Source: an optimization exercise on an open RTL-to-GDS flow (aim: small area). Production flows keep margins and buffers that such runs may drop.
In this exercise RTL edits were held to simulation tests only and were not proved equivalent to the original.
Power and IR drop assume default switching activity.

==> flow/design.v <==
package ww_pkg;
	localparam int WORD_W = 16;
	localparam int ADDR_W = 11;
	localparam int MEM_WORDS = 32;
	localparam int FF_WORDS = 5;	 
endpackage
`timescale 1ns/1ps
module ww_storage (
	input logic clk,
	input logic reset,
	input logic [4:0] sel,	 
	input logic we,	 
	input logic [1:0] wd,
	output logic [1:0] rd	 
);
	logic [63:0] heads;
	for (genvar w = 0; w < 5; w++) begin : g_ff
		logic [15:0] q;
		always_ff @(posedge clk or negedge reset) begin
			if (!reset) begin
				q <= '0;
			end else begin
				q <= {(we && sel == 5'(w)) ? wd : q[1:0], q[15:2]};
			end
		end
		assign heads[2*w +: 2] = q[1:0];
	end
	for (genvar w = 5; w < 32; w++) begin : g_tg
		logic [15:0] q;
		always_ff @(posedge clk) begin
			q <= {(we && reset && sel == 5'(w)) ? wd : q[1:0], q[15:2]};
		end
		assign heads[2*w +: 2] = q[1:0];
	end
	assign rd = heads[2*sel +: 2];
endmodule
`timescale 1ns/1ps
module ww_top (
	input logic clk,
	input logic reset,
	input logic psel,
	input logic penable,
	input logic pwrite,
	input logic [7:0] paddr,
	input logic [15:0] pwdata,
	output logic [15:0] prdata,
	output logic pready,
	output logic pslverr
);
	localparam logic [2:0] S_IDLE = 3'd0;
	localparam logic [2:0] S_ALIGN = 3'd1;	 
	localparam logic [2:0] S_FETCH = 3'd2;
	localparam logic [2:0] S_EXEC = 3'd3;
	localparam logic [2:0] S_CLEAN = 3'd4;	 
	localparam logic [2:0] S_PAD = 3'd5;	 
	logic [2:0] phi;	 
	logic [2:0] phi_n;
	logic [2:0] state;
	logic [2:0] pad_phi;
	logic running;
	logic alarm;
	logic [10:0] pc;
	logic [10:0] ctrl;	 
	logic [15:0] ir;	 
	logic [15:0] ac;	 
	logic pinc;	 
	logic acsign;	 
	logic car;
	logic icar;
	logic ones;
	logic [3:0] cnt;	 
	logic fetch;
	logic exec;
	logic last;
	logic first;
	assign phi_n = phi + 3'd1;
	always_ff @(posedge clk) begin
		phi <= phi_n;
	end
	assign running = state != S_IDLE;
	assign fetch = state == S_FETCH;
	assign exec = state == S_EXEC;
	assign first = phi == 3'd0;
	assign last = phi == 3'd7;
	logic access;
	logic is_mem;
	logic is_ctrl;
	logic is_stat;
	logic is_ac;
	logic is_pc;
	logic is_ro;
	logic err;
	logic need_wait;
	logic stream;
	logic start;
	assign access = psel && penable;
	assign is_mem = paddr[7] && (paddr[1:0] == 2'b00);
	assign is_ctrl = paddr == 8'h00;
	assign is_stat = paddr == 8'h04;
	assign is_ac = paddr == 8'h08;
	assign is_pc = paddr == 8'h0C;
	assign is_ro = is_stat || is_ac || is_pc;
	assign err = !(is_mem || is_ctrl || is_ro) ||
		(pwrite && is_ro) ||
		(pwrite && running && (is_ctrl || is_mem));
	assign need_wait = !running && !err && (is_mem || (is_ac && !pwrite));
	assign pready = !need_wait || cnt[3];
	assign pslverr = access && err;
	assign stream = access && need_wait;
	assign start = access && pwrite && !err && is_ctrl;
	always_ff @(posedge clk) begin
		if (access) begin
			cnt <= cnt + {3'b0, !cnt[3]};
		end else begin
			cnt <= '0;
		end
	end
	always_comb begin
		if (paddr[7]) begin
			prdata = ir;
		end else begin
			case (paddr[3:2])
				2'd0: prdata = {5'b0, ctrl};
				2'd1: prdata = {14'b0, alarm, running};
				2'd2: prdata = ir;
				default: prdata = {5'b0, pc};
			endcase
		end
	end
	logic [10:0] maddr;
	logic in_range;
	logic [4:0] sel;
	logic [1:0] head;
	logic [1:0] rd;
	logic mem_we;
	logic [1:0] wd;
	logic m_we;
	logic [1:0] m_wd;
	assign maddr = fetch ? pc : ir[10:0];
	assign in_range = !running || (maddr[10:5] == 6'h3f);
	assign sel = running ? maddr[4:0] : paddr[6:2];
	assign rd = in_range ? head : 2'b00;
	assign m_we = exec && !ir[15] && in_range && (ir[4:0] < 5'd5);
	assign m_wd[0] = (ir[11] && phi >= 3'd6) ? rd[0] : ac[0];
	assign m_wd[1] = (ir[11] && phi >= 3'd5) ? rd[1] : ac[1];
	assign mem_we = m_we || (stream && pwrite);
	assign wd = running ? m_wd : pwdata[2*phi +: 2];
	ww_storage u_storage (
		.clk(clk),
		.reset(reset),
		.sel(sel),
		.we(mem_we),
		.wd(wd),
		.rd(head)
	);
	logic ir_cap;
	logic [1:0] ir_src;
	assign ir_cap = fetch || (stream && !pwrite);
	assign ir_src = (!running && !paddr[7]) ? ac[1:0] : rd;
	for (genvar d = 0; d < 8; d++) begin : g_ir
		always_ff @(posedge clk) begin
			if (ir_cap && phi == 3'(d)) begin
				ir[2*d +: 2] <= ir_src;
			end
		end
	end
	logic [4:0] opf;
	logic f_exec;
	logic f_jump;
	logic f_go;
	assign opf = {rd, ir[13:11]};
	assign f_exec = (opf[4:2] == 3'b100) || (opf[4:1] == 4'b0100);
	assign f_jump = (opf[4:1] == 4'b0111) && (opf[0] || acsign);
	assign f_go = f_exec || (opf[4:1] == 4'b0111);
	logic norm;
	logic ic;
	logic [1:0] ac_t;
	logic ic_n;
	logic [1:0] b;
	logic [2:0] s;
	logic arith;
	logic is_add;
	logic res15;
	logic ovf;
	logic [1:0] ac_in;
	assign norm = fetch || (state == S_CLEAN);
	assign ic = first ? pinc : icar;
	assign ac_t[0] = ac[0] ^ ic;
	assign ac_t[1] = ac[1] ^ (ac[0] & ic);
	assign ic_n = ac[1] & ac[0] & ic;
	assign arith = ir[15];
	assign is_add = ir[12];
	assign b = rd ^ {2{ir[11]}};	 
	assign s = {1'b0, ac[1:0]} + {1'b0, b} + {2'b0, !first && car};
	assign res15 = s[1] ^ (s[2] && ones && s[0]);
	assign ovf = (ac[1] == b[1]) && (res15 != ac[1]);
	always_comb begin
		if (exec && arith) begin
			ac_in = is_add ? s[1:0] : b;
		end else if (norm) begin
			ac_in = ac_t;
		end else begin
			ac_in = ac[1:0];
		end
	end
	always_ff @(posedge clk) begin
		car <= s[2];
		icar <= ic_n;
		ones <= (first || ones) && s[0] && s[1];
	end
	always_ff @(posedge clk or negedge reset) begin
		if (!reset) begin
			ac <= '0;
			pinc <= 1'b0;
			acsign <= 1'b0;
		end else begin
			ac <= {ac_in, ac[15:2]};
			if (last && (norm || exec)) begin
				pinc <= exec && arith && is_add && s[2];
			end
			if (last && exec && arith) begin
				acsign <= is_add ? res15 : b[1];
			end
		end
	end
	always_ff @(posedge clk) begin
		if (start) begin
			pad_phi <= phi_n;
		end
	end
	always_ff @(posedge clk or negedge reset) begin
		if (!reset) begin
			state <= S_IDLE;
			alarm <= 1'b0;
			pc <= '0;
			ctrl <= '0;
		end else begin
			case (state)
				S_IDLE: begin
					if (start) begin
						state <= S_ALIGN;
						alarm <= 1'b0;
						pc <= pwdata[10:0];
						ctrl <= pwdata[10:0];
					end
				end
				S_ALIGN: begin
					if (last) begin
						state <= S_FETCH;
					end
				end
				S_FETCH: begin
					if (last) begin
						pc <= f_jump ? ir[10:0] : pc + 11'd1;
						state <= f_exec ? S_EXEC : (f_go ? S_FETCH : S_PAD);
					end
				end
				S_EXEC: begin
					if (last) begin
						if (arith && is_add && ovf) begin
							alarm <= 1'b1;
							state <= S_CLEAN;
						end else begin
							state <= S_FETCH;
						end
					end
				end
				S_CLEAN: begin
					if (last) begin
						state <= S_PAD;
					end
				end
				default: begin
					if (phi == pad_phi) begin
						state <= S_IDLE;
					end
				end
			endcase
		end
	end
endmodule
==> flow/run.sh <==
#!/bin/bash
# synth_recipe.tcl (not shown) runs the flow's synth.tcl, then flattens the netlist and writes it again
# the make line also repeats each setting of config.mk as NAME=value (left out here)
make -C /OpenROAD-flow-scripts/flow DESIGN_CONFIG=/design/flow/config.mk WORK_HOME=/design/flow/orfs CLKGATE_MAP_FILE= SYNTH_SCRIPT=/design/flow/synth_recipe.tcl finish
==> flow/config.mk <==
export PLATFORM = sky130hd
export DESIGN_NAME = ww_top
export DESIGN_NICKNAME = ww_top
export VERILOG_FILES = /design/flow/design.v
export SDC_FILE = /design/flow/constraint.sdc
export NUM_CORES = 4
export LEC_CHECK = 0
export CAP_MARGIN = 20
export CORE_MARGIN = 2
export CORE_UTILIZATION = 70
export CTS_BUF_LIST = sky130_fd_sc_hd__clkbuf_8
export CTS_CLUSTER_SIZE = 30
export SLEW_MARGIN = 20
==> flow/constraint.sdc <==
create_clock -name core_clock -period 9.0 [get_ports {clk}]
set_input_delay 1.8000 -clock core_clock [delete_from_list [all_inputs] [get_ports {clk}]]
set_output_delay 1.8000 -clock core_clock [all_outputs]
set_load 0.01 [all_outputs]
==> impl_metrics.yaml, run 1 <==
setup_path:
  r2r_end: "alarm"
  start_kind: "input pin"
  path_max_fanout: 32
  cpMostUsedCell: "nor2_1"
  cp.depth: 20
  crit_family: "simple AND/OR/NAND/NOR gates"
  slowest_stage: "clkdlybuf4s50_1"
  r2r-start: "state[1]"
  endpoint: "alarm"
  required_ns: 9.55
  path_cells: "clkdlybuf4s50_1, mux2i_1, a21boi_2, buf_4, mux2i_1, nor4_1, a2111oi_0, nand4_1, nand2_2, xor2_1, fa_1, inv_1, fa_1, xnor2_1, xnor2_1, nor4b_1, nand2_1, nor2_1, nor2_1, nor2_1"
  cp-end-kind: "flop"
  crit_type: "in -> reg"
  critPathLaunch: "paddr[3]"
  critical_path_buf_inv_count: 3
  cp_data_arrival_time_ns: 7.19
  cp_slowest_stage_delay_ns: 0.86
  r2r_setup_slack_ns: 3.44
  reg2reg_depth: 17
synth:
  ys_seq_elements: 585
  syn_avg_cell_area_sq_um: 13.9
  ys.warnings.count: 2
  synthCells: 1176
  synth_edf_count: 19
  synth.distinct_cells: 67
  ys.flop_type: "dfxtp_1"
  synth_nets: 1218
  async_flop_share: 0.212
  seq_area_frac_synth: 0.765
  syn_area_sq_um: 16400
drt:
  drt_iter0_drc: 774
  wl_um: 35300
  ant_nets: 0
  first_pass_iters: 7
  post-route-drc-count: 0
  drt-wirelength-per-cell_um: 21.4
  avgViaCountPerCell: 5.57
  vias: 9183
layout:
  antenna_cells: 0
  finish.net_count: 1314
  syn2layout_area_growth_pct: 14.1
  drive_above_1_share: 0.144
  n_fill_cell: 1114
timing:
  period_needed_ns: 6.64
  drv_slew: 0
  hold_viol: 0
  fin_skew_ns: 0.0383
  rsz0062_at_grt: "no"
  fin_crit_sh: 0.737
  holdWs_ns: 0.302
  worstMarginPinSlew_ns: 1.08
  setup_viol: 0
  fmax_mhz: 151
  slew_headroom: 0.275
  setup_tns_ns: 0
clocking:
  htree_levels: 3
  cts_buffer_depth: 3
  insertion_delay_ns: 0.63
  cts_tree: "built"
  numCtsBuffers: 82
  cts_root_buffer: "clkbuf_8"
  clock-sinks: 585
  path_clk_slew_ns: 0.06
  cts_repair_resize_count: 0
  ctsHoldBuffers: 0
  cts_setup_buffers: 0
worst_hold_path:
  min_path_type: "reg -> reg"
global_routing:
  first_global_vias: 9768
  grt_antenna_before_repair: 1
  grt_pass1_wl_um: 54300
  grt_start_max_net_pins: 65
  globalRouteOverflowTotal: 0
  grt_usage: 0.300
die:
  die-area_sq_um: 24600
  die-height_um: 157
  initial_core_util: 0.719
  num_rows: 55
  placeableCoreArea_sq_um: 22800
  num_io_pins: 47
  die_w_um: 157
status:
  status: "no timing/DRC/antenna violations"
placed_design:
  dpl.hpwl_um: 22300
  gp_congestion: 0.863
  portBuffers: 46
power_and_ir_drop:
  ir_drop_mv: 0.246
  leakagePower_uw: 0.00813
  power_density_nw_per_um2: 250
job:
  cap_violations: 0
[layer usage]
metal,vias to the layer above,GRT usage,part of all wire
met5,-,0,0.00037
met4,2,0.158,0.046
met3,131,0.0730,0.069
met2,410,0.491,0.49
met1,4457,0.371,0.40
li1,4183,-,-
[kinds of logic (layout without fill, tap and decap cells)]
logic type                 count (synthesis)  after routing  synth area share
DFF                                      585            585             0.765
and+or+nand+nor                          294            294            0.0804
AOI/OAI and AO/OA                        114            114            0.0503
muxes                                     95             95            0.0669
buffers and inverters                     57            217            0.0173
xor gates and xnor gates                  18             18           0.00963
adders and majority gates                 13             13            0.0108
[sequential cells by signal, indices dropped and copies added (netlist names), 3 cells and up]
name              count
ctrl                 11
state                 3
pad_phi               3
u_storage.g_ff.q     80
cnt                   4
phi                   3
ir                   16
ac                   16
u_storage.g_tg.q    432
pc                   11
[cell type report]
type / count / area (sq um) / area share
Sequential cell: 585 / 12500 / 0.670
Multi-Input combinational cell: 534 / 3580 / 0.191
Clock buffer: 100 / 1380 / 0.0736
Timing Repair Buffer: 49 / 480 / 0.0257
Tap cell: 313 / 392 / 0.0209
Clock inverter: 48 / 273 / 0.0146
Inverter: 20 / 75.1 / 0.00402
[how the worst min path moves through the flow]
stage,slack [ns],startpoint,cells past startpoint,end
6_report,0.30,u_storage.g_tg[11].q[2],0,u_storage.g_tg[11].q[0]
5_1_grt,0.30,u_storage.g_tg[11].q[2],0,u_storage.g_tg[11].q[0]
4_1_cts,0.31,u_storage.g_tg[11].q[2],0,u_storage.g_tg[11].q[0]
3_5_place_dp,0.31,u_storage.g_tg[20].q[2],0,u_storage.g_tg[20].q[0]
3_3_place_gp,0.31,u_storage.g_tg[27].q[8],0,u_storage.g_tg[27].q[6]
2_1_floorplan,0.31,u_storage.g_tg[10].q[2],0,u_storage.g_tg[10].q[0]
[per-stage QoR]
stage	utilization	std cells	setup WS (ns)	total power, uW	cell area (sq um)
after floorplan	-	1176	3.69	2690	16400
after global placement	0.748	1501	2.14	2720	17000
after detailed placement	0.748	1501	1.94	2720	17000
after CTS	0.821	1649	2.54	4710	18700
after global routing	0.821	1649	1.94	4820	18700
final	0.821	1649	2.36	4680	18700
[synth_stat cells, drive strengths merged (3+ instances only)]
cell    instances  area share
dfxtp         442        0.54
nand2         159       0.037
dfrtp         124        0.19
mux2           66       0.045
nor2           43       0.010
o21ai          26      0.0095
mux2i          24       0.015
nand3          24      0.0073
a21oi          20      0.0068
inv            20      0.0046
buf            19      0.0086
edfxtp         19       0.035
clkbuf         18      0.0041
and3           13      0.0050
nor3           12      0.0040
ha             11      0.0084
nand4          11      0.0042
xnor2          11      0.0059
and2           10      0.0038
a22oi           9      0.0041
a31oi           8      0.0031
o211ai          8      0.0037
xor2            7      0.0037
mux4            5      0.0069
nor2b           5      0.0019
nor4            5      0.0019
o22ai           5      0.0019
o31ai           5      0.0031
a211oi          4      0.0021
o21a            4      0.0018
a21o            3      0.0014
a222oi          3      0.0018
a22o            3      0.0016
or3             3      0.0011
[worst reg2reg max path, stage by stage, from the launching register on]
cell       delay, ns
dfrtp_1         0.92
mux2i_1         0.43
o21a_1          0.60
nor4_1          0.18
a2111oi_0       0.57
nand4_1         0.35
nand2_2         0.23
xor2_1          0.13
fa_1            0.40
inv_1           0.08
fa_1            0.47
xnor2_1         0.29
xnor2_1         0.10
nor4b_1         0.37
nand2_1         0.09
nor2_1          0.15
nor2_1          0.05
nor2_1          0.08
[layout by cell type (no fill, tap or decap), drive strengths merged, types with 9 or more instances in the layout]
cell and count:
a21oi 20, a22oi 9, and2 10, and3 13, clkbuf 100, clkdlybuf4s50 45
dfrtp 124, dfxtp 442, edfxtp 19, ha 11, inv 58, mux2 66
mux2i 24, nand2 159, nand3 24, nand4 11, nor2 43, nor3 12
o21ai 26, xnor2 11
[where the power goes]
| group | internal, uW | switching, uW | total (uW) | leakage [uW] |
|---|---|---|---|---|
| clock network | 1030 | 981 | 2010 | 0.000963 |
| registers | 2610 | 1.52 | 2610 | 0.00538 |
| logic | 23.9 | 31.5 | 55.3 | 0.00179 |
| total | 3660 | 1010 | 4680 | 0.00813 |
==> run 2: changes to the inputs <==
--- a/flow/config.mk
+++ b/flow/config.mk
@@ -9,5 +9,4 @@
 export CORE_MARGIN = 2
-export CORE_UTILIZATION = 70
-export CTS_BUF_LIST = sky130_fd_sc_hd__clkbuf_8
-export CTS_CLUSTER_SIZE = 30
+export CORE_UTILIZATION = 40
+export CTS_BUF_LIST = sky130_fd_sc_hd__clkbuf_4
 export SLEW_MARGIN = 20
==> run 2 against run 1 <==
Net effect: largest cell class unchanged; maximum frequency grew 6.3%; power up 1.2%; sequential power is essentially flat; largest power group unchanged; still clean on timing, DRC and antenna; highest routed layer is now met4; critical endpoint unchanged; setup slack better by 0.39 ns; die area increased by 73%; critical path depth is the same.
==> impl_metrics.yaml, run 2 <==
clocking:
  cts_setup_buffers: 0
  numCtsBuffers: 139
  path_clk_slew_ns: 0.07
  ctsHoldBuffers: 0
  cts_root_buffer: "clkbuf_4"
  cts_repair_resize_count: 0
  cts_buffer_depth: 3
  insertion_delay_ns: 0.80
  clock-sinks: 585
  cts_tree: "built"
  htree_levels: 4
synth:
  synth_edf_count: 19
  ys_top_cells_by_count: "dfxtp_1, nand2_1, dfrtp_1"
  synth_nets: 1218
  syn_area_sq_um: 16400
  ys_seq_elements: 585
  synth.distinct_cells: 67
  synthCells: 1176
  yosysMostFrequentCell: "dfxtp_1"
  ys.warnings.count: 2
  synth_top_area_cell: "dfxtp_1"
  ys.flop_type: "dfxtp_1"
  syn_avg_cell_area_sq_um: 13.9
  synth.area.top_cells: "dfxtp_1, dfrtp_1, mux2_2"
  synth.top_cell.area_share: 0.540
  async_flop_share: 0.212
  seq_area_frac_synth: 0.765
layout:
  largest_reg_flops: 432
  final_cell_mix: "dfxtp_1, clkbuf_4, nand2_1"
  n_fill_cell: 3643
  final_common_cell: "dfxtp_1"
  top_regs: "u_storage.g_tg.q x432, u_storage.g_ff.q x80"
  syn2layout_area_growth_pct: 16.7
  largest_register: "u_storage.g_tg.q"
  multiInputGateArea_sq_um: 3570
  drive_above_1_share: 0.213
  finish.net_count: 1374
  regArea_sq_um: 12500
drt:
  post-route-drc-count: 0
  vias: 9117
  wl_um: 32200
  ant_nets: 0
  avgViaCountPerCell: 4.62
  first_pass_iters: 5
  drt_iter0_drc: 710
  drt-wirelength-per-cell_um: 16.3
setup_path:
  required_ns: 9.72
  crit_type: "in -> reg"
  cp_data_arrival_time_ns: 6.97
  path_max_fanout: 32
  cp-end-kind: "flop"
  start_kind: "input pin"
status:
  status: "no timing/DRC/antenna violations"
die:
  placeableCoreArea_sq_um: 40600
  initial_core_util: 0.403
  die-area_sq_um: 42600
  num_io_pins: 47
  num_rows: 74
  die_w_um: 206
  die-height_um: 206
timing:
  holdWs_ns: 0.290
  setup_viol: 0
  hold_viol: 0
  worstMarginPinSlew_ns: 1.11
  rsz0062_at_grt: "no"
  fin_crit_sh: 0.694
  fmax_mhz: 160
  setup_tns_ns: 0
  drv_slew: 0
  slew_headroom: 0.258
  period_needed_ns: 6.25
  fin_skew_ns: 0.0564
global_routing:
  grt_antenna_before_repair: 1
  globalRouteOverflowTotal: 0
  grt_pass1_wl_um: 50600
  grt_start_max_net_pins: 73
  grt_usage: 0.157
  first_global_vias: 9367
placed_design:
  portBuffers: 46
  gp_congestion: 0.884
  dpl.hpwl_um: 20900
power_and_ir_drop:
  ir_drop_mv: 0.122
  power_density_nw_per_um2: 248
  leakagePower_uw: 0.00824
  total_power_uw: 4730
job:
  cap_violations: 0
worst_hold_path:
  min_path_type: "reg -> reg"
[run 2: path summary, 6_finish.rpt]
check,start,to,slack [ns],depth (start not counted)
worst min-delay path,u_storage.g_tg[12].q[2],u_storage.g_tg[12].q[0],0.29,0
min in group asynchronous,reset,u_storage.g_ff[3].q[6],1.05,1
worst min register to register,u_storage.g_tg[12].q[2],u_storage.g_tg[12].q[0],0.29,0
worst max-delay path,paddr[3],alarm,2.75,20
worst max register to register,state[1],alarm,3.73,19
max in group asynchronous,reset,ctrl[4],6.50,2
[run 2: layer usage]
metal	track usage	routed length, um	vias up
met5	0	0	-
met4	0.0735	753	0
met3	0.0539	2110	54
met2	0.236	14600	291
met1	0.205	14700	4387
li1	-	-	4385
[run 2: worst max-delay path, stage by stage]
cell and delay, ns:
clkdlybuf4s50_1 0.86, mux2i_1 0.23, a21boi_2 0.18, buf_4 0.34
mux2i_1 0.26, nor4_1 0.06, a2111oi_0 0.58, nand4_1 0.31
nand2_2 0.21, xor2_1 0.12, fa_1 0.40, inv_1 0.07
fa_1 0.46, xnor2_1 0.26, xnor2_1 0.09, nor4b_1 0.36
nand2_1 0.09, nor2_1 0.14, nor2_1 0.06, nor2_1 0.08
[run 2: area by class of cell]
type | count | share of cell area
Antenna cell | 2 | 0.000262
Clock buffer | 216 | 0.0848
Clock inverter | 32 | 0.00773
Inverter | 20 | 0.00393
Multi-Input combinational cell | 534 | 0.187
Sequential cell | 585 | 0.655
Tap cell | 532 | 0.0348
Timing Repair Buffer | 52 | 0.0263
[run 2: kinds of logic (layout without fill, tap and decap cells)]
group | Yosys count | count (layout) | share of synthesized area
buf+inv | 57 | 320 | 0.0173
xor+xnor | 18 | 18 | 0.00963
other cells | 0 | 2 | 0
flops | 585 | 585 | 0.765
simple gates | 294 | 294 | 0.0804
fa+ha+maj | 13 | 13 | 0.0108
compound gates | 114 | 114 | 0.0503
mux | 95 | 95 | 0.0669
[run 2: per-stage QoR]
step | setup slack [ns] | instance area [sq um] | utilization | cells
5_1_grt | 2.26 | 19100 | 0.470 | 1973
3_3_place_gp | 2.15 | 17300 | 0.427 | 1723
2_1_floorplan | 3.69 | 16400 | - | 1176
6_report | 2.75 | 19100 | 0.470 | 1973
3_5_place_dp | 1.99 | 17300 | 0.427 | 1723
4_1_cts | 2.85 | 19100 | 0.470 | 1971
[run 2: report_power, final]
| part | leakage, uW | switching (uW) | internal (uW) | total, uW |
|---|---|---|---|---|
| registers | 0.00538 | 1.42 | 2610 | 2610 |
| logic | 0.00180 | 32.7 | 23.9 | 56.7 |
| clock network | 0.00106 | 969 | 1090 | 2060 |
==> run 3: changes to the inputs <==
--- a/flow/config.mk
+++ b/flow/config.mk
@@ -10,3 +10,2 @@
 export CORE_UTILIZATION = 40
-export CTS_BUF_LIST = sky130_fd_sc_hd__clkbuf_4
 export SLEW_MARGIN = 20
==> run 3 against run 2 <==
Net effect: clock-buffer cell count is 141 lower; clock skew is 0.044 ns lower; synthesized area stayed put; wire length is 2.2% lower; still clean; flip-flop and latch count stayed put; worst hold slack better by 0.029 ns; sequential share of layout area is 0.13 points lower; critical path depth stayed put; design area is 0.20% higher; via count is 5.5% lower.
==> impl_metrics.yaml, run 3 <==
synth:
  synth_fa_ha_area_frac: 0.0108
  synth_top_area_cell: "dfxtp_1"
  syn_area_sq_um: 16400
  synth_edf_count: 19
  synthSimpleGateAreaFrac: 0.0804
  ys_top_cells_by_count: "dfxtp_1, nand2_1, dfrtp_1"
  async_flop_share: 0.212
  synth.top_cell.area_share: 0.540
  ys.warnings.count: 2
  seq_area_frac_synth: 0.765
  ys.flop_type: "dfxtp_1"
  syn_avg_cell_area_sq_um: 13.9
  synth_top_family_by_area: "simple AND/OR/NAND/NOR gates"
  yosysMostFrequentCell: "dfxtp_1"
  synth_compound_area_frac: 0.0503
  synth.distinct_cells: 67
  synth_nets: 1218
  synth-xor-area-share: 0.00963
  ys_seq_elements: 585
  muxShareOfSynthArea: 0.0669
  synthCells: 1176
  synth.area.top_cells: "dfxtp_1, dfrtp_1, mux2_2"
clocking:
  cts_root_buffer: "clkbuf_16"
  cts_tree: "built"
  clock-sinks: 585
  cts_buffer_depth: 3
  insertion_delay_ns: 0.57
  numCtsBuffers: 53
  path_clk_slew_ns: 0.07
  cts_repair_resize_count: 0
  htree_levels: 2
  cts_setup_buffers: 0
  ctsHoldBuffers: 0
die:
  die_w_um: 206
  num_io_pins: 47
  placeableCoreArea_sq_um: 40600
  initial_core_util: 0.403
  die-height_um: 206
  die-area_sq_um: 42600
  num_rows: 74
layout:
  final_cell_area_sq_um: 19100
  final_common_cell: "dfxtp_1"
  syn2layout_area_growth_pct: 16.9
  final_cell_mix: "dfxtp_1, nand2_1, dfrtp_1"
  antenna_cells: 0
  top_regs: "u_storage.g_tg.q x432, u_storage.g_ff.q x80"
  largest_register: "u_storage.g_tg.q"
  largest_reg_flops: 432
  drive_above_1_share: 0.132
  finish.net_count: 1288
timing:
  setup_viol: 0
  rsz0062_at_grt: "no"
  slew_headroom: 0.279
  fin_skew_ns: 0.0123
  drv_slew: 0
  worstMarginPinSlew_ns: 1.08
  period_needed_ns: 6.45
  setup_tns_ns: 0
  hold_viol: 0
  fin_crit_sh: 0.717
  fmax_mhz: 155
drt:
  post-route-drc-count: 0
  vias: 8613
  avgViaCountPerCell: 4.73
  met1_length_um: 14800
  met3_length_um: 1690
  ant_nets: 0
  topRoutingLayerUsed: "met4"
  first_pass_iters: 5
  wl_um: 31500
  drt_iter0_drc: 645
  wl_met2_um: 14000
  drt-wirelength-per-cell_um: 17.3
placed_design:
  dpl.hpwl_um: 20900
  gp_congestion: 0.884
  portBuffers: 46
  dpl-instance-area_sq_um: 17300
global_routing:
  first_global_vias: 8621
  grt_antenna_before_repair: 0
  grt_usage: 0.151
  grt_start_max_net_pins: 73
  globalRouteOverflowTotal: 0
  grt_pass1_wl_um: 49000
setup_path:
  path_max_fanout: 32
  required_ns: 9.50
  cp-end-kind: "flop"
  cp_data_arrival_time_ns: 6.95
  crit_type: "in -> reg"
  start_kind: "input pin"
power_and_ir_drop:
  ir_drop_mv: 0.148
  leakagePower_uw: 0.00808
  power_density_nw_per_um2: 257
  total_power_uw: 4910
worst_hold_path:
  min_path_type: "reg -> reg"
job:
  cap_violations: 0
status:
  status: "no timing/DRC/antenna violations"
run 3: cell counts after synthesis:
Identical to the previous run, type by type.
run 3: report_power, final:
| part | switching, uW | internal [uW] |
|---|---|---|
| sequential | 1.45 | 2610 |
| combinational | 32.6 | 23.9 |
| clock | 945 | 1300 |
| total | 979 | 3940 |
run 3: path summary, 6_finish.rpt:
kind / startpoint / to / cells past startpoint / slack [ns]
worst min-delay path: u_storage.g_tg[12].q[4] / u_storage.g_tg[12].q[2] / 0 / 0.32
worst max register to register: state[2] / alarm / 17 / 3.74
worst max-delay path: paddr[3] / alarm / 20 / 2.55
min in group asynchronous: reset / u_storage.g_ff[4].q[0] / 1 / 1.26
max in group asynchronous: reset / ctrl[3] / 2 / 6.29
worst min register to register: u_storage.g_tg[12].q[4] / u_storage.g_tg[12].q[2] / 0 / 0.32
run 3: logic make-up after synthesis:
logic type | Yosys count
DFF | 585
buffers and inverters | 57
xor gates and xnor gates | 18
and+or+nand+nor | 294
adders and majority gates | 13
muxes | 95
AOI/OAI and AO/OA | 114
run 3: layout make-up:
cell class / instances / area, sq um
clock buffers: 75 / 1590
clock inverters: 22 / 220
flip-flops and latches: 585 / 12500
fillers: 3577 / 21500
multi-input cells: 534 / 3570
inverters: 20 / 75.1
well taps: 532 / 666
repair buffers: 52 / 503
run 3: critical path, cell delays in order:
cell and delay [ns]:
clkdlybuf4s50_1 0.84, mux2i_1 0.22, a21boi_2 0.18, buf_4 0.34, mux2i_1 0.27, nor4_1 0.06
a2111oi_0 0.59, nand4_1 0.31, nand2_2 0.21, xor2_1 0.12, fa_1 0.40, inv_1 0.07
fa_1 0.46, xnor2_1 0.25, xnor2_1 0.09, nor4b_1 0.36, nand2_1 0.09, nor2_1 0.14
nor2_1 0.06, nor2_1 0.08
run 3: per-layer routing:
layer  vias up  track usage
met1      4186        0.209
met5         -            0
met4         0       0.0579
met3        69       0.0312
met2       246        0.234
li1       4112            -
run 3: per-stage QoR:
stage / hold slack (ns) / setup slack (ns) / cells / util
2_1_floorplan: 0.310 / 3.69 / 1176 / -
4_1_cts: 0.319 / 2.57 / 1820 / 0.471
3_3_place_gp: 0.309 / 2.15 / 1723 / 0.427
6_report: 0.319 / 2.55 / 1820 / 0.471
5_1_grt: 0.320 / 1.98 / 1820 / 0.471
3_5_place_dp: 0.312 / 1.99 / 1723 / 0.427
==> run 4: changes to the inputs <==
==> flow/flow/run.sh (new file) <==
#!/bin/bash
# Layout flow: the standard ORFS flow (standard.sh, unchanged synthesis),
# with two knobs changed:
#  - port buffers use the smallest buffer cell instead of the default choice;
#  - clock tree synthesis clusters sinks into smaller groups driven by
#    clkbuf_8 cells and inserts no dummy loads.
# make's full output goes to flow_make.log here; ORFS's per-step logs are
# under orfs/logs/.
set -euo pipefail
CTS="-sink_clustering_enable -repair_clock_nets -dont_use_dummy_load"
CTS="$CTS -buf_list sky130_fd_sc_hd__clkbuf_8"
CTS="$CTS -sink_clustering_size 20 -sink_clustering_max_diameter 50"
bash standard.sh \
	"BUFFER_PORTS_ARGS=-buffer_cell sky130_fd_sc_hd__buf_1" \
	"CTS_ARGS=$CTS" \
	finish > flow_make.log 2>&1
==> flow/standard.sh (new file) <==
#!/bin/bash
# synth_recipe.tcl (not shown) runs the flow's synth.tcl, then flattens the netlist and writes it again
# the make line also repeats each setting of config.mk as NAME=value (left out here)
make -C /OpenROAD-flow-scripts/flow DESIGN_CONFIG=/design/flow/config.mk WORK_HOME=/design/flow/orfs CLKGATE_MAP_FILE= SYNTH_SCRIPT=/design/flow/synth_recipe.tcl "${@:-finish}"
removed: flow/run.sh
==> run 4 against run 3 <==
Net effect: still clean on timing, DRC and antenna; critical path depth is the same; first-iteration DRC count grew 9.6%; sequential power hardly changed; design area down 7.9%; clock power down 48%; clock skew increased by 0.072 ns; critical path type unchanged; critical endpoint unchanged; highest routed layer unchanged.
==> impl_metrics.yaml, run 4 <==
clocking:
  cts_root_buffer: "clkbuf_8"
  cts_tree: "built"
  cts_repair_resize_count: 0
  clock-sinks: 585
  numCtsBuffers: 43
  htree_levels: 2
  ctsHoldBuffers: 0
  cts_buffer_depth: 3
  cts_setup_buffers: 0
  insertion_delay_ns: 0.63
  path_clk_slew_ns: 0.11
timing:
  holdWs_ns: 0.290
  worstMarginPinSlew_ns: 1.11
  slew_headroom: 0.255
  period_needed_ns: 6.28
  setup_viol: 0
  fin_crit_sh: 0.697
  drv_slew: 0
  hold_viol: 0
  setup_tns_ns: 0
  rsz0062_at_grt: "no"
  fmax_mhz: 159
  fin_skew_ns: 0.0840
synth:
  synth_nets: 1218
  synth.area.top_cells: "dfxtp_1, dfrtp_1, mux2_2"
  ys_seq_elements: 585
  syn_area_sq_um: 16400
  syn_avg_cell_area_sq_um: 13.9
  synth_top_area_cell: "dfxtp_1"
  ys.flop_type: "dfxtp_1"
  synthCells: 1176
  synth.distinct_cells: 67
  async_flop_share: 0.212
  synth_edf_count: 19
  ys_top_cells_by_count: "dfxtp_1, nand2_1, dfrtp_1"
  yosysMostFrequentCell: "dfxtp_1"
  synth.top_cell.area_share: 0.540
  seq_area_frac_synth: 0.765
  ys.warnings.count: 2
drt:
  ant_nets: 0
  post-route-drc-count: 0
  drt_iter0_drc: 707
  vias: 8388
  wl_um: 30900
  first_pass_iters: 5
  avgViaCountPerCell: 4.75
  drt-wirelength-per-cell_um: 17.5
global_routing:
  grt_antenna_before_repair: 0
  grt_start_max_net_pins: 68
  first_global_vias: 8089
  globalRouteOverflowTotal: 0
  grt_usage: 0.147
  grt_pass1_wl_um: 47200
layout:
  syn2layout_area_growth_pct: 7.74
  utilization: 0.434
  final_common_cell: "dfxtp_1"
  top_regs: "u_storage.g_tg.q x432, u_storage.g_ff.q x80"
  fin_cells: 1765
  largest_reg_flops: 432
  antenna_cells: 0
  finish.net_count: 1277
  largest_register: "u_storage.g_tg.q"
  final_cell_area_sq_um: 17600
  final_cell_mix: "dfxtp_1, nand2_1, dfrtp_1"
  drive_above_1_share: 0.0989
setup_path:
  path_max_fanout: 32
  critPathLaunch: "paddr[3]"
  cp-end-kind: "flop"
  r2r_end: "alarm"
  cp_data_arrival_time_ns: 6.77
  crit_type: "in -> reg"
  r2r_setup_slack_ns: 3.56
  required_ns: 9.49
  start_kind: "input pin"
  reg2reg_depth: 19
  endpoint: "alarm"
  r2r-start: "state[2]"
worst_hold_path:
  min_path_type: "reg -> reg"
  whs_path_depth: 0
die:
  die-area_sq_um: 42600
  num_io_pins: 47
  die-height_um: 206
  placeableCoreArea_sq_um: 40600
  initial_core_util: 0.403
  die_w_um: 206
  num_rows: 74
placed_design:
  dp_cells: 1722
  dpl.hpwl_um: 20700
  gp_congestion: 0.890
  portBuffers: 46
  dpl-instance-area_sq_um: 17000
job:
  cap_violations: 0
power_and_ir_drop:
  power_density_nw_per_um2: 216
  ir_drop_mv: 0.112
  leakagePower_uw: 0.00737
status:
  status: "no timing/DRC/antenna violations"
[run 4: cell count changes in the layout (fill, tap and decap cells not counted), sizes merged]
cell / delta
inv: -5
clkdlybuf4s50: -45
clkinv: -13
clkbuf: -31
bufinv: -2
clkinvlp: -2
buf: +43
[run 4: kinds of logic (layout without fill, tap and decap cells)]
kind of cell | count (synthesis) | after routing | share of synthesized area
AOI/OAI and AO/OA | 114 | 114 | 0.0503
xor gates and xnor gates | 18 | 18 | 0.00963
adders and majority gates | 13 | 13 | 0.0108
buffers and inverters | 57 | 114 | 0.0173
DFF | 585 | 585 | 0.765
muxes | 95 | 95 | 0.0669
and+or+nand+nor | 294 | 294 | 0.0804
[run 4: where the power goes]
part | internal [uW] | switching [uW] | total [uW]
registers | 2610 | 1.50 | 2610
clock network | 429 | 732 | 1160
logic | 12.2 | 32.8 | 45.0
[run 4: layout make-up]
cell class | instances | area, sq um
flip-flops and latches | 585 | 12500
well taps | 532 | 666
fillers | 3708 | 23000
repair buffers | 51 | 214
multi-input cells | 534 | 3580
inverters | 20 | 75.1
clock buffers | 43 | 592
[run 4: worst min path at each step]
stage | start | end
floorplan | u_storage.g_tg[10].q[2] | u_storage.g_tg[10].q[0]
global placement | u_storage.g_tg[18].q[10] | u_storage.g_tg[18].q[8]
detailed placement | u_storage.g_tg[10].q[15] | u_storage.g_tg[10].q[13]
CTS | u_storage.g_tg[22].q[3] | u_storage.g_tg[22].q[1]
global route | u_storage.g_tg[22].q[3] | u_storage.g_tg[22].q[1]
finish | u_storage.g_tg[22].q[3] | u_storage.g_tg[22].q[1]
[run 4: worst max-delay path, stage by stage]
cell,delay [ns]
buf_1,0.50
mux2i_1,0.23
a21boi_2,0.18
buf_4,0.34
mux2i_1,0.25
nor4_1,0.07
a2111oi_0,0.60
nand4_1,0.34
nand2_2,0.22
xor2_1,0.12
fa_1,0.41
inv_1,0.09
fa_1,0.46
xnor2_1,0.27
xnor2_1,0.10
nor4b_1,0.37
nand2_1,0.09
nor2_1,0.15
nor2_1,0.06
nor2_1,0.08
[run 4: layer usage]
layer / global-route usage / wire length [um] / vias up / share of wire
li1: - / - / 4030 / -
met4: 0.0508 / 902 / 0 / 0.029
met3: 0.0353 / 1620 / 65 / 0.052
met1: 0.205 / 14600 / 4070 / 0.47
met5: 0 / 0 / - / 0
met2: 0.223 / 13800 / 223 / 0.45
[run 4: through the flow]
step	worst slack, ns	power, uW
after global routing	2.34	3970
after CTS	2.88	3870
after global placement	2.49	2710
final	2.72	3820
after detailed placement	2.31	2710
after floorplan	3.69	2690
==> run 5: changes to the inputs <==
--- a/flow/design.v
+++ b/flow/design.v
@@ -13,2 +13,3 @@
 	input logic [1:0] wd,
+	input logic last,	 
 	output logic [1:0] rd	 
@@ -18,10 +19,14 @@
 		logic [15:0] q;
+		logic v;
+		always_ff @(posedge clk) begin
+			q <= {(we && sel == 5'(w)) ? wd : q[1:0], q[15:2]};
+		end
 		always_ff @(posedge clk or negedge reset) begin
 			if (!reset) begin
-				q <= '0;
-			end else begin
-				q <= {(we && sel == 5'(w)) ? wd : q[1:0], q[15:2]};
-			end
-		end
-		assign heads[2*w +: 2] = q[1:0];
+				v <= 1'b0;
+			end else if (we && sel == 5'(w) && last) begin
+				v <= 1'b1;
+			end
+		end
+		assign heads[2*w +: 2] = q[1:0] & {2{v}};
 	end
@@ -65,2 +70,5 @@
 	logic [15:0] ac;	 
+	logic acv;	 
+	logic [1:0] ach;	 
+	logic started;	 
 	logic pinc;	 
@@ -122,6 +130,6 @@
 			case (paddr[3:2])
-				2'd0: prdata = {5'b0, ctrl};
+				2'd0: prdata = {5'b0, ctrl & {11{started}}};
 				2'd1: prdata = {14'b0, alarm, running};
 				2'd2: prdata = ir;
-				default: prdata = {5'b0, pc};
+				default: prdata = {5'b0, pc & {11{started}}};
 			endcase
@@ -143,4 +151,4 @@
 	assign m_we = exec && !ir[15] && in_range && (ir[4:0] < 5'd5);
-	assign m_wd[0] = (ir[11] && phi >= 3'd6) ? rd[0] : ac[0];
-	assign m_wd[1] = (ir[11] && phi >= 3'd5) ? rd[1] : ac[1];
+	assign m_wd[0] = (ir[11] && phi >= 3'd6) ? rd[0] : ach[0];
+	assign m_wd[1] = (ir[11] && phi >= 3'd5) ? rd[1] : ach[1];
 	assign mem_we = m_we || (stream && pwrite);
@@ -153,2 +161,3 @@
 		.wd(wd),
+		.last(last),
 		.rd(head)
@@ -158,3 +167,3 @@
 	assign ir_cap = fetch || (stream && !pwrite);
-	assign ir_src = (!running && !paddr[7]) ? ac[1:0] : rd;
+	assign ir_src = (!running && !paddr[7]) ? ach : rd;
 	for (genvar d = 0; d < 8; d++) begin : g_ir
@@ -185,7 +194,8 @@
 	logic [1:0] ac_in;
+	assign ach = ac[1:0] & {2{acv}};
 	assign norm = fetch || (state == S_CLEAN);
 	assign ic = first ? pinc : icar;
-	assign ac_t[0] = ac[0] ^ ic;
-	assign ac_t[1] = ac[1] ^ (ac[0] & ic);
-	assign ic_n = ac[1] & ac[0] & ic;
+	assign ac_t[0] = ach[0] ^ ic;
+	assign ac_t[1] = ach[1] ^ (ach[0] & ic);
+	assign ic_n = ach[1] & ach[0] & ic;
 	assign arith = ir[15];
@@ -193,5 +203,5 @@
 	assign b = rd ^ {2{ir[11]}};	 
-	assign s = {1'b0, ac[1:0]} + {1'b0, b} + {2'b0, !first && car};
+	assign s = {1'b0, ach} + {1'b0, b} + {2'b0, !first && car};
 	assign res15 = s[1] ^ (s[2] && ones && s[0]);
-	assign ovf = (ac[1] == b[1]) && (res15 != ac[1]);
+	assign ovf = (ach[1] == b[1]) && (res15 != ach[1]);
 	always_comb begin
@@ -210,5 +220,8 @@
 	end
+	always_ff @(posedge clk) begin
+		ac <= {ac_in, ac[15:2]};
+	end
 	always_ff @(posedge clk or negedge reset) begin
 		if (!reset) begin
-			ac <= '0;
+			acv <= 1'b0;
 			pinc <= 1'b0;
@@ -216,3 +229,5 @@
 		end else begin
-			ac <= {ac_in, ac[15:2]};
+			if (last && exec && arith) begin
+				acv <= 1'b1;
+			end
 			if (last && (norm || exec)) begin
@@ -228,2 +243,8 @@
 			pad_phi <= phi_n;
+			ctrl <= pwdata[10:0];
+		end
+		if (start) begin
+			pc <= pwdata[10:0];
+		end else if (fetch && last) begin
+			pc <= f_jump ? ir[10:0] : pc + 11'd1;
 		end
@@ -234,4 +255,3 @@
 			alarm <= 1'b0;
-			pc <= '0;
-			ctrl <= '0;
+			started <= 1'b0;
 		end else begin
@@ -242,4 +262,3 @@
 						alarm <= 1'b0;
-						pc <= pwdata[10:0];
-						ctrl <= pwdata[10:0];
+						started <= 1'b1;
 					end
@@ -253,3 +272,2 @@
 					if (last) begin
-						pc <= f_jump ? ir[10:0] : pc + 11'd1;
 						state <= f_exec ? S_EXEC : (f_go ? S_FETCH : S_PAD);
==> run 5 against run 4 <==
Net effect: core utilization is 0.34 points higher; first-iteration DRC count shrank 24%; design area fell by 1.7%; clock-buffer cell count shrank 2; sequential power is 2% higher; maximum frequency grew 9.5%; critical endpoint is now state[1]; via count fell by 2.2%.
==> impl_metrics.yaml, run 5 <==
layout:
  finish.net_count: 1248
  syn2layout_area_growth_pct: 8.08
  final_cell_area_sq_um: 17300
  top_regs: "u_storage.g_tg.q x432, u_storage.g_ff.q x80"
  final_common_cell: "dfxtp_1"
  largest_register: "u_storage.g_tg.q"
  largest_reg_flops: 432
  final_cell_mix: "dfxtp_1, nand2_1, mux2_2"
  antenna_cells: 0
  drive_above_1_share: 0.110
synth:
  syn_area_sq_um: 16000
  syn_avg_cell_area_sq_um: 14.1
  synth_edf_count: 41
  seq_area_frac_synth: 0.768
  yosysMostFrequentCell: "dfxtp_1"
  synth_nets: 1186
  ys_top_cells_by_count: "dfxtp_1, nand2_1, mux2_2"
  async_flop_share: 0.0220
  synth.area.top_cells: "dfxtp_1, edfxtp_1, mux2_2"
  synthCells: 1140
  synth_top_area_cell: "dfxtp_1"
  synth.distinct_cells: 64
  ys.warnings.count: 2
  ys.flop_type: "dfxtp_1"
  synth.top_cell.area_share: 0.671
  ys_seq_elements: 592
timing:
  fin_crit_sh: 0.637
  period_needed_ns: 5.73
  setup_viol: 0
  slew_headroom: 0.254
  fin_skew_ns: 0.0637
  hold_viol: 0
  setup_tns_ns: 0
  drv_slew: 0
  fmax_mhz: 174
  worstMarginPinSlew_ns: 1.11
  rsz0062_at_grt: "no"
global_routing:
  grt_start_max_net_pins: 31
  grt_antenna_before_repair: 0
  grt_pass1_wl_um: 45000
  grt_usage: 0.142
  first_global_vias: 8128
  globalRouteOverflowTotal: 0
die:
  placeableCoreArea_sq_um: 39600
  initial_core_util: 0.405
  num_rows: 73
  die-area_sq_um: 41700
  num_io_pins: 47
  die_w_um: 204
  die-height_um: 204
clocking:
  path_clk_slew_ns: 0.11
  clock-sinks: 592
  cts_buffer_depth: 3
  numCtsBuffers: 41
  cts_tree: "built"
  insertion_delay_ns: 0.61
  ctsHoldBuffers: 0
  cts_repair_resize_count: 0
  htree_levels: 2
  cts_root_buffer: "clkbuf_8"
  cts_setup_buffers: 0
placed_design:
  portBuffers: 46
  gp_congestion: 0.862
  dpl-instance-area_sq_um: 16800
  dpl.hpwl_um: 20200
setup_path:
  cp-end-kind: "flop"
  start_kind: "input pin"
  path_max_fanout: 19
  r2r_end: "state[1]"
  critPathLaunch: "paddr[3]"
  crit_type: "in -> reg"
  cp_data_arrival_time_ns: 6.18
  r2r_setup_slack_ns: 3.69
  reg2reg_depth: 17
  r2r-start: "state[1]"
  endpoint: "state[1]"
  required_ns: 9.44
power_and_ir_drop:
  pwr-share-seq: 0.695
  ir_drop_mv: 0.100
  power_density_nw_per_um2: 219
  p_sw_uw: 738
  swShare: 0.194
  leakagePower_uw: 0.00671
  p_int_uw: 3070
  clkPwrFrac: 0.297
  power_frac_comb: 0.008
drt:
  ant_nets: 0
  wl_um: 29200
  first_pass_iters: 5
  avgViaCountPerCell: 4.75
  drt-wirelength-per-cell_um: 16.9
  drt_iter0_drc: 540
  vias: 8202
  post-route-drc-count: 0
status:
  status: "no timing/DRC/antenna violations"
job:
  cap_violations: 0
worst_hold_path:
  min_path_type: "reg -> reg"
[run 5: changes by cell type after synthesis, sizes merged, moves of 7 or more]
| cell | change |
|---|---|
| a211oi | +9 |
| a22oi | -7 |
| dfrtp | -111 |
| dfxtp | +96 |
| edfxtp | +22 |
| mux2i | +11 |
| nand2 | -77 |
| nor2 | +16 |
| o21ai | +16 |
[run 5: cell type report]
| type | instances | area (sq um) |
|---|---|---|
| fillers | 3618 | 22300 |
| flip-flops and latches | 592 | 12300 |
| multi-input cells | 499 | 3530 |
| well taps | 525 | 657 |
| clock buffers | 41 | 564 |
| repair buffers | 50 | 203 |
| inverters | 18 | 67.6 |
[run 5: power by group through the flow]
stage | clock (uW) | sequential, uW | combinational [uW]
after global placement | 0 | 2710 | 30.3
after floorplan | 0 | 2710 | 14.8
final | 1130 | 2650 | 30.8
after detailed placement | 0 | 2710 | 30.5
after CTS | 1180 | 2650 | 30.7
after global routing | 1280 | 2650 | 33.9
[run 5: how the worst min path moves through the flow]
stage                                        start                       to  slack, ns  cells past startpoint
after floorplan                              ac[2]                    ac[0]       0.31                      0
after global placement    u_storage.g_tg[31].q[10]  u_storage.g_tg[31].q[8]       0.31                      0
after detailed placement   u_storage.g_tg[31].q[2]  u_storage.g_tg[31].q[0]       0.31                      0
after CTS                  u_storage.g_tg[26].q[7]  u_storage.g_tg[26].q[5]       0.26                      0
after global routing       u_storage.g_tg[26].q[3]  u_storage.g_tg[26].q[1]       0.26                      0
final                      u_storage.g_tg[26].q[3]  u_storage.g_tg[26].q[1]       0.26                      0
[run 5: routing by layer]
layer / track usage / part of all wire / up-vias / wire length, um
li1: - / - / 3949 / -
met1: 0.192 / 0.48 / 3946 / 14000
met3: 0.0287 / 0.058 / 72 / 1680
met2: 0.216 / 0.42 / 235 / 12400
met5: 0 / 0 / - / 0
met4: 0.0696 / 0.040 / 0 / 1170
[run 5: cell families after synthesis]
group	count (synthesis)	share of synthesized area
compound gates	131	0.0533
xor+xnor	18	0.00982
fa+ha+maj	17	0.0142
buf+inv	49	0.0133
flops	592	0.768
mux	108	0.0766
simple gates	225	0.0647
[run 5: worst max-delay path, stage by stage]
cell     delay (ns)
buf_1          0.12
mux2i_1        0.42
a21o_1         0.59
nand2_1        0.42
o22ai_1        0.29
a22o_1         0.20
o22a_1         0.26
xnor2_1        0.13
fa_1           0.40
inv_1          0.09
fa_1           0.46
xor2_1         0.25
xnor2_1        0.09
nor3_1         0.23
nand3_1        0.10
o22ai_1        0.15
nor2_1         0.07
o31a_1         0.10
[run 5: per-stage QoR]
stage                     power (uW)  hold WS [ns]  cells   util  setup WS (ns)
after floorplan                 2720         0.310   1140      -           3.84
after global placement          2740         0.310   1684  0.423           2.93
after detailed placement        2740         0.312   1684  0.423           2.77
after CTS                       3860         0.264   1725  0.437           3.38
after global routing            3960         0.260   1725  0.438           2.93
final                           3810         0.260   1725  0.438           3.27
==> run 6: changes to the inputs <==
--- a/flow/flow/run.sh
+++ b/flow/flow/run.sh
@@ -1,4 +1,7 @@
 #!/bin/bash
-# Layout flow: the standard ORFS flow (standard.sh, unchanged synthesis),
-# with two knobs changed:
+# Layout flow: the standard ORFS flow (standard.sh) with these changes:
+#  - ORFS's scripts are copied to ./scripts and its ABC mapping script
+#    (abc_speed.script) is replaced by flow/abc.script, an area-oriented
+#    mapping; everything else in synthesis (registers, flattening, renaming
+#    via synth_recipe.tcl) is unchanged;
 #  - port buffers use the smallest buffer cell instead of the default choice;
@@ -9,2 +12,5 @@
 set -euo pipefail
+rm -rf scripts
+cp -r "$FLOW_HOME/scripts" scripts
+cp flow/abc.script scripts/abc_speed.script
 CTS="-sink_clustering_enable -repair_clock_nets -dont_use_dummy_load"
@@ -13,2 +19,3 @@
 bash standard.sh \
+	"SCRIPTS_DIR=$PWD/scripts" \
 	"BUFFER_PORTS_ARGS=-buffer_cell sky130_fd_sc_hd__buf_1" \
==> flow/flow/abc.script (new file) <==
strash
&get -n
&fraig -x
&put
dc2
strash
dch -f
map -a
==> run 6 against run 5 <==
Net effect: largest cell class unchanged; worst hold slack improved by 0.0081 ns; critical endpoint is now state[2]; critical path depth rose by 5; flip-flop and latch count did not move.
==> impl_metrics.yaml, run 6 <==
global_routing:
  grt_usage: 0.138
  first_global_vias: 8143
  grt_antenna_before_repair: 0
  grt_pass1_wl_um: 43700
  globalRouteOverflowTotal: 0
  grt_start_max_net_pins: 33
timing:
  setup_tns_ns: 0
  fmax_mhz: 164
  drv_slew: 0
  period_needed_ns: 6.08
  fin_skew_ns: 0.0685
  setup_viol: 0
  rsz0062_at_grt: "no"
  worstMarginPinSlew_ns: 1.03
  slew_headroom: 0.309
  fin_crit_sh: 0.676
  fin_ws_ns: 2.92
  hold_viol: 0
layout:
  antenna_cells: 0
  final_cell_mix: "dfxtp_1, nor2_1, nand2_1"
  multiInputGateArea_sq_um: 2850
  drive_above_1_share: 0.0443
  final_cell_area_sq_um: 17000
  top_regs: "u_storage.g_tg.q x432, u_storage.g_ff.q x80"
  finish.net_count: 1380
  largest_reg_flops: 432
  n_fill_cell: 3572
  largest_register: "u_storage.g_tg.q"
  final_common_cell: "dfxtp_1"
  syn2layout_area_growth_pct: 9.49
  regArea_sq_um: 12300
  utilization: 0.442
synth:
  syn_area_sq_um: 15500
  synth.area.top_cells: "dfxtp_1, edfxtp_1, o21ai_0"
  ys.warnings.count: 2
  async_flop_share: 0.0220
  yosysMostFrequentCell: "dfxtp_1"
  synth_edf_count: 41
  synth.top_cell.area_share: 0.694
  synthCells: 1236
  ys_top_cells_by_count: "dfxtp_1, nor2_1, nand2_1"
  syn_avg_cell_area_sq_um: 12.6
  synth_nets: 1282
  ys_seq_elements: 592
  synth.distinct_cells: 33
  ys.flop_type: "dfxtp_1"
  seq_area_frac_synth: 0.794
  synth_top_area_cell: "dfxtp_1"
setup_path:
  r2r_setup_slack_ns: 2.96
  r2r-start: "state[1]"
  reg2reg_depth: 26
  path_max_fanout: 18
  cp-end-kind: "flop"
  cp_slowest_stage_delay_ns: 0.55
  crit_type: "in -> reg"
  cpMostUsedCell: "clkinv_1"
  cp_data_arrival_time_ns: 6.53
  start_kind: "input pin"
  path_cells: "buf_1, clkinv_1, o21ai_0, clkinv_1, nor2_1, clkinv_1, nor2_1, clkinv_1, a21oi_1, nor4_1, nand3_1, o21ai_0, nand2_1, xor2_1, fa_1, clkinv_1, fa_1, xor2_1, xor2_1, nand2_1, nor2_1, nor2_1, a31oi_1"
  critical_path_buf_inv_count: 6
  r2r_end: "state[2]"
  required_ns: 9.45
  slowest_stage: "fa_1"
  crit_family: "simple AND/OR/NAND/NOR gates"
clocking:
  cts_buffer_depth: 3
  clock-sinks: 592
  insertion_delay_ns: 0.59
  numCtsBuffers: 41
  cts_setup_buffers: 0
  ctsHoldBuffers: 0
  cts_root_buffer: "clkbuf_8"
  cts_tree: "built"
  cts_repair_resize_count: 0
  htree_levels: 2
  path_clk_slew_ns: 0.11
placed_design:
  dpl-instance-area_sq_um: 16400
  pre_cts_slack_ns: 2.42
  gp_congestion: 0.835
  dpl.hpwl_um: 19300
  portBuffers: 46
drt:
  avgViaCountPerCell: 4.57
  vias: 8456
  wl_um: 27900
  first_pass_iters: 5
  post-route-drc-count: 0
  drt-wirelength-per-cell_um: 15.1
  ant_nets: 0
  drt_iter0_drc: 561
worst_hold_path:
  whs_path_depth: 0
  worstHoldStart: "u_storage.g_tg[24].q[10]"
  min_path_type: "reg -> reg"
  hold_path_end: "u_storage.g_tg[24].q[8]"
die:
  num_io_pins: 47
  initial_core_util: 0.404
  placeableCoreArea_sq_um: 38500
  num_rows: 72
  die-area_sq_um: 40400
  die-height_um: 201
  die_w_um: 201
power_and_ir_drop:
  ir_drop_mv: 0.120
  power_density_nw_per_um2: 286
  leakagePower_uw: 0.00634
status:
  status: "no timing/DRC/antenna violations"
job:
  cap_violations: 0
run 6: cell count changes after synthesis, sizes merged, moves of 19 or more:
cell,previous run,this run
nor2,59,110
a21oi,25,55
mux2i,35,0
mux2,69,0
o22ai,4,29
clkinv,0,101
nor3,8,27
nand2,82,108
o21ai,42,99
run 6: area by class of cell:
cell class                      count  share of cell area
Clock buffer                       41              0.0332
Inverter                          101              0.0223
Multi-Input combinational cell    543               0.167
Sequential cell                   592               0.725
Tap cell                          518              0.0381
Timing Repair Buffer               55              0.0141
run 6: worst register-to-register path: stages, from the launching register on:
cell and delay, ns:
dfrtp_1 0.41, nor2_1 0.13, clkinv_1 0.13, nor2_1 0.11, buf_4 0.20, clkinv_1 0.39, o21ai_0 0.58, clkinv_1 0.17
nor2_1 0.25, clkinv_1 0.47, nor2_1 0.30, clkinv_1 0.14, a21oi_1 0.14, nor4_1 0.07, nand3_1 0.09, o21ai_0 0.19
nand2_1 0.19, xor2_1 0.27, fa_1 0.22, clkinv_1 0.09, fa_1 0.55, xor2_1 0.25, xor2_1 0.18, nand2_1 0.09
nor2_1 0.13, nor2_1 0.06, a31oi_1 0.17
run 6: worst max path at each step:
stage               startpoint  slack [ns]  endpoint  cells after the start
floorplan             paddr[2]        3.36     pc[0]                      9
global placement      paddr[3]        2.68  state[2]                     23
detailed placement    paddr[3]        2.42  state[2]                     23
CTS                   state[1]        2.99  state[2]                     26
global route          state[1]        2.32     alarm                     28
finish                paddr[3]        2.92  state[2]                     23
run 6: through the flow:
step           std cells  total power, uW  hold slack (ns)
4_1_cts             1850             4910            0.272
3_3_place_gp        1809             3740            0.309
2_1_floorplan       1236             3470            0.310
3_5_place_dp        1809             3780            0.312
5_1_grt             1850             5130            0.265
6_report            1850             4870            0.268
run 6: cells by family after synthesis:
logic type | after synthesis | synth area share
AO/OA/AOI/OAI | 233 | 0.0860
XOR/XNOR | 14 | 0.00790
adder cells (fa/ha/maj) | 17 | 0.0147
buffers and inverters | 101 | 0.0244
flip-flops | 592 | 0.794
AND/OR/NAND/NOR | 279 | 0.0733
run 6: metal layers:
| layer | track usage | vias to the layer above | routed length [um] | share of wire |
|---|---|---|---|---|
| met5 | 0 | - | 0 | 0 |
| met2 | 0.212 | 185 | 12100 | 0.43 |
| li1 | - | 4261 | - | - |
| met3 | 0.0300 | 70 | 1310 | 0.047 |
| met4 | 0.0587 | 0 | 1000 | 0.036 |
| met1 | 0.189 | 3940 | 13400 | 0.48 |
run 6: where the power goes:
| part | switching (uW) | leakage [uW] | total (uW) | internal [uW] |
|---|---|---|---|---|
| Combinational | 644 | 0.00118 | 918 | 273 |
| Clock | 725 | 0.000295 | 1140 | 411 |
| Sequential | 49.6 | 0.00486 | 2820 | 2770 |
| Total | 1420 | 0.00634 | 4870 | 3450 |
==> run 7: changes to the inputs <==
==> flow/flow/abc.script (replaced) <==
strash
&get -n
&fraig -x
&put
dc2
strash
dch -f
amap
==> run 7 against run 6 <==
Net effect: clock power hardly changed; first-iteration DRC count up 24%; sequential power barely moved; maximum frequency shrank 14%; clock skew up 0.023 ns; power up 0.34%; global-route usage is 0.31 points higher; flip-flop and latch count unchanged; setup slack got worse by 0.95 ns; core utilization rose by 0.56 points.
==> impl_metrics.yaml, run 7 <==
status:
  status: "no timing/DRC/antenna violations"
synth:
  synth_fa_ha_area_frac: 0.0147
  synth_compound_area_frac: 0.0864
  ys.warnings.count: 2
  yosysMostFrequentCell: "dfxtp_1"
  synth.top_cell.area_share: 0.697
  synth.distinct_cells: 39
  muxShareOfSynthArea: 0
  synthSimpleGateAreaFrac: 0.0822
  seq_area_frac_synth: 0.798
  synth-xor-area-share: 0
  synth_top_family_by_area: "compound AO/OA/AOI/OAI gates"
  async_flop_share: 0.0220
  synthCells: 1206
  syn_avg_cell_area_sq_um: 12.8
  synth.area.top_cells: "dfxtp_1, edfxtp_1, nor2_1"
  ys.flop_type: "dfxtp_1"
  ys_top_cells_by_count: "dfxtp_1, nor2_1, a21oi_1"
  synth_top_area_cell: "dfxtp_1"
  syn_area_sq_um: 15400
  synth_edf_count: 41
  ys_seq_elements: 592
  synth_nets: 1252
global_routing:
  grt_start_max_net_pins: 33
  first_global_vias: 7849
  grt_antenna_before_repair: 0
  grt_pass1_wl_um: 44500
  globalRouteOverflowTotal: 0
  grt_usage: 0.141
setup_path:
  cpMostUsedCell: "clkinv_1"
  cp_data_arrival_time_ns: 7.46
  cp.depth: 24
  critical_path_buf_inv_count: 5
  cp_slowest_stage_delay_ns: 0.63
  crit_type: "reg -> reg"
  r2r_end: "state[1]"
  required_ns: 9.42
  r2r-start: "state[1]"
  reg2reg_depth: 24
  start_kind: "flop"
  r2r_setup_slack_ns: 1.96
  critPathLaunch: "state[1]"
  cp-end-kind: "flop"
  path_max_fanout: 15
  crit_family: "compound AO/OA/AOI/OAI gates"
  endpoint: "state[1]"
  slowest_stage: "o22ai_1"
  path_cells: "clkinv_1, nand2_1, nor2_1, clkinv_1, o22ai_1, clkinv_1, nand2_1, nor2_1, nor4_1, o22ai_1, o32ai_1, nand2b_1, o21ai_0, clkinv_1, fa_1, clkinv_1, fa_1, a21oi_1, a21oi_1, nor4_1, nor2_1, nor3_1, o21ai_0, o21a_1"
drt:
  drt-wirelength-per-cell_um: 15.8
  post-route-drc-count: 0
  wl_um: 28600
  ant_nets: 0
  avgViaCountPerCell: 4.68
  drt_iter0_drc: 698
  vias: 8497
  first_pass_iters: 6
timing:
  slew_headroom: 0.394
  drv_slew: 0
  setup_tns_ns: 0
  fin_crit_sh: 0.782
  fmax_mhz: 142
  rsz0062_at_grt: "no"
  fin_skew_ns: 0.0916
  worstMarginPinSlew_ns: 0.909
  setup_viol: 0
  period_needed_ns: 7.04
  fin_ws_ns: 1.96
  hold_viol: 0
layout:
  drive_above_1_share: 0.0414
  final_cell_mix: "dfxtp_1, nor2_1, a21oi_1"
  multiInputGateArea_sq_um: 2860
  largest_reg_flops: 432
  antenna_cells: 0
  regArea_sq_um: 12300
  n_fill_cell: 3555
  finish.net_count: 1351
  final_common_cell: "dfxtp_1"
  syn2layout_area_growth_pct: 9.65
  top_regs: "u_storage.g_tg.q x432, u_storage.g_ff.q x80"
  largest_register: "u_storage.g_tg.q"
clocking:
  insertion_delay_ns: 0.61
  clock-sinks: 592
  ctsHoldBuffers: 0
  cts_root_buffer: "clkbuf_8"
  cts_repair_resize_count: 0
  cts_buffer_depth: 3
  path_clk_slew_ns: 0.11
  numCtsBuffers: 43
  cts_tree: "built"
  cts_setup_buffers: 0
  htree_levels: 2
placed_design:
  pre_cts_slack_ns: 1.75
  portBuffers: 46
  dpl.hpwl_um: 19900
  gp_congestion: 0.885
power_and_ir_drop:
  ir_drop_mv: 0.173
  power_density_nw_per_um2: 288
  leakagePower_uw: 0.00646
die:
  initial_core_util: 0.408
  die-height_um: 201
  num_rows: 71
  die-area_sq_um: 40200
  num_io_pins: 47
  placeableCoreArea_sq_um: 37800
  die_w_um: 201
worst_hold_path:
  min_path_type: "reg -> reg"
job:
  cap_violations: 0
==> run 7: cell count changes after synthesis, moves of 8 or more <==
| cell | previous run | this run |
|---|---|---|
| a21oi_1 | 55 | 89 |
| clkinv_1 | 101 | 77 |
| nand2_1 | 108 | 33 |
| nand3_1 | 23 | 15 |
| nor2_1 | 110 | 200 |
| nor3_1 | 27 | 19 |
| nor4_1 | 5 | 15 |
| o211ai_1 | 16 | 1 |
| o21ai_0 | 99 | 16 |
| o22a_1 | 0 | 11 |
| o22ai_1 | 29 | 56 |
| xor2_1 | 9 | 0 |
==> run 7: how the worst min path moves through the flow <==
stage                             start                       to  depth (start not counted)
2_1_floorplan                     ac[2]                    ac[0]                          0
3_3_place_gp   u_storage.g_tg[17].q[10]  u_storage.g_tg[17].q[8]                          0
3_5_place_dp    u_storage.g_tg[5].q[14]  u_storage.g_tg[5].q[12]                          0
4_1_cts         u_storage.g_tg[14].q[6]  u_storage.g_tg[14].q[4]                          0
5_1_grt         u_storage.g_tg[14].q[6]  u_storage.g_tg[14].q[4]                          0
6_report        u_storage.g_tg[14].q[6]  u_storage.g_tg[14].q[4]                          0
==> run 7: final cells by class <==
| cell class | count | share of cell area |
|---|---|---|
| Sequential cell | 592 | 0.728 |
| Multi-Input combinational cell | 537 | 0.169 |
| Clock buffer | 43 | 0.0349 |
| Timing Repair Buffer | 54 | 0.0137 |
| Inverter | 77 | 0.0171 |
| Tap cell | 511 | 0.0377 |
==> run 7: metal layers <==
metal	GRT usage	part of all wire	wire, um
met1	0.216	0.52	14800
met2	0.199	0.40	11600
met3	0.0263	0.053	1530
met4	0.0481	0.025	728
met5	0	0	0
==> run 7: stage by stage <==
stage	instance area [sq um]	total power [uW]	std cells	hold WS, ns	util
CTS	16900	4920	1814	0.266	0.448
floorplan	15400	3470	1206	0.310	-
finish	16900	4890	1814	0.267	0.448
global route	16900	5140	1814	0.262	0.448
global placement	16300	3770	1771	0.310	0.432
detailed placement	16300	3780	1771	0.312	0.432
==> run 7: power by group <==
part / internal (uW) / switching, uW / leakage [uW]
logic: 279 / 649 / 0.00127
clock network: 429 / 722 / 0.000309
registers: 2760 / 43.9 / 0.00488
total: 3470 / 1420 / 0.00646
==> run 7: cells by family (layout without fill, tap and decap cells) <==
group | count (synthesis) | count (layout)
buffers and inverters | 77 | 174
adders and majority gates | 17 | 17
DFF | 592 | 592
AOI/OAI and AO/OA | 217 | 217
and+or+nand+nor | 303 | 303
==> run 7: worst reg2reg max path: stages (launching register included) <==
cell and delay, ns:
dfrtp_1 0.39, clkinv_1 0.08, nand2_1 0.10, nor2_1 0.41
clkinv_1 0.55, o22ai_1 0.63, clkinv_1 0.39, nand2_1 0.50
nor2_1 0.09, nor4_1 0.30, o22ai_1 0.13, o32ai_1 0.54
nand2b_1 0.22, o21ai_0 0.38, clkinv_1 0.17, fa_1 0.42
clkinv_1 0.06, fa_1 0.45, a21oi_1 0.25, a21oi_1 0.10
nor4_1 0.29, nor2_1 0.08, nor3_1 0.19, o21ai_0 0.11
o21a_1 0.11

separate check: timing with driven ports:
How much do the figures lean on ideal ports? The routed layouts below were timed once more, with nothing changed but the port constraints. Step 1: set_driving_cell puts a clkbuf_16 on clk and a buf_2 on each other input, an assumption about the parent block. Step 2 adds t to the input delays and takes it off the output delays; t is the mean of the earliest and latest rising clock arrival at the registers after step 1. Input paths then give back, and output paths get back, about the clock's delay inside the block. Three values: no drivers, after step 1, after step 2; two values: the first two.
run	t (ns)	setup slack, ns	hold WS [ns]	latest minus earliest clock arrival (ns)	slew at the worst register clock pin (ns)
run 1	0.661	2.364 / 2.376 / 1.716	0.302 / 0.302 / 0.302	0.039 / 0.039	0.08 / 0.08
run 2	0.819	2.755 / 2.766 / 1.948	0.290 / 0.290 / 0.290	0.057 / 0.057	0.08 / 0.08
run 3	0.615	2.546 / 2.562 / 1.947	0.319 / 0.319 / 0.319	0.013 / 0.013	0.07 / 0.07
run 4	0.631	2.725 / 2.736 / 2.105	0.290 / 0.290 / 0.290	0.085 / 0.084	0.11 / 0.11
run 5	0.619	3.269 / 3.280 / 2.661	0.260 / 0.260 / 0.260	0.076 / 0.075	0.11 / 0.11
run 6	0.611	2.917 / 2.935 / 2.324	0.268 / 0.268 / 0.268	0.068 / 0.069	0.11 / 0.11
run 7	0.608	1.964 / 1.964 / 1.639	0.267 / 0.267 / 0.267	0.091 / 0.092	0.11 / 0.11
After both steps every run listed still meets setup and hold. The setup slack of run 2, which loses most, moves by +0.011 ns with the drivers and by -0.807 ns with both steps.
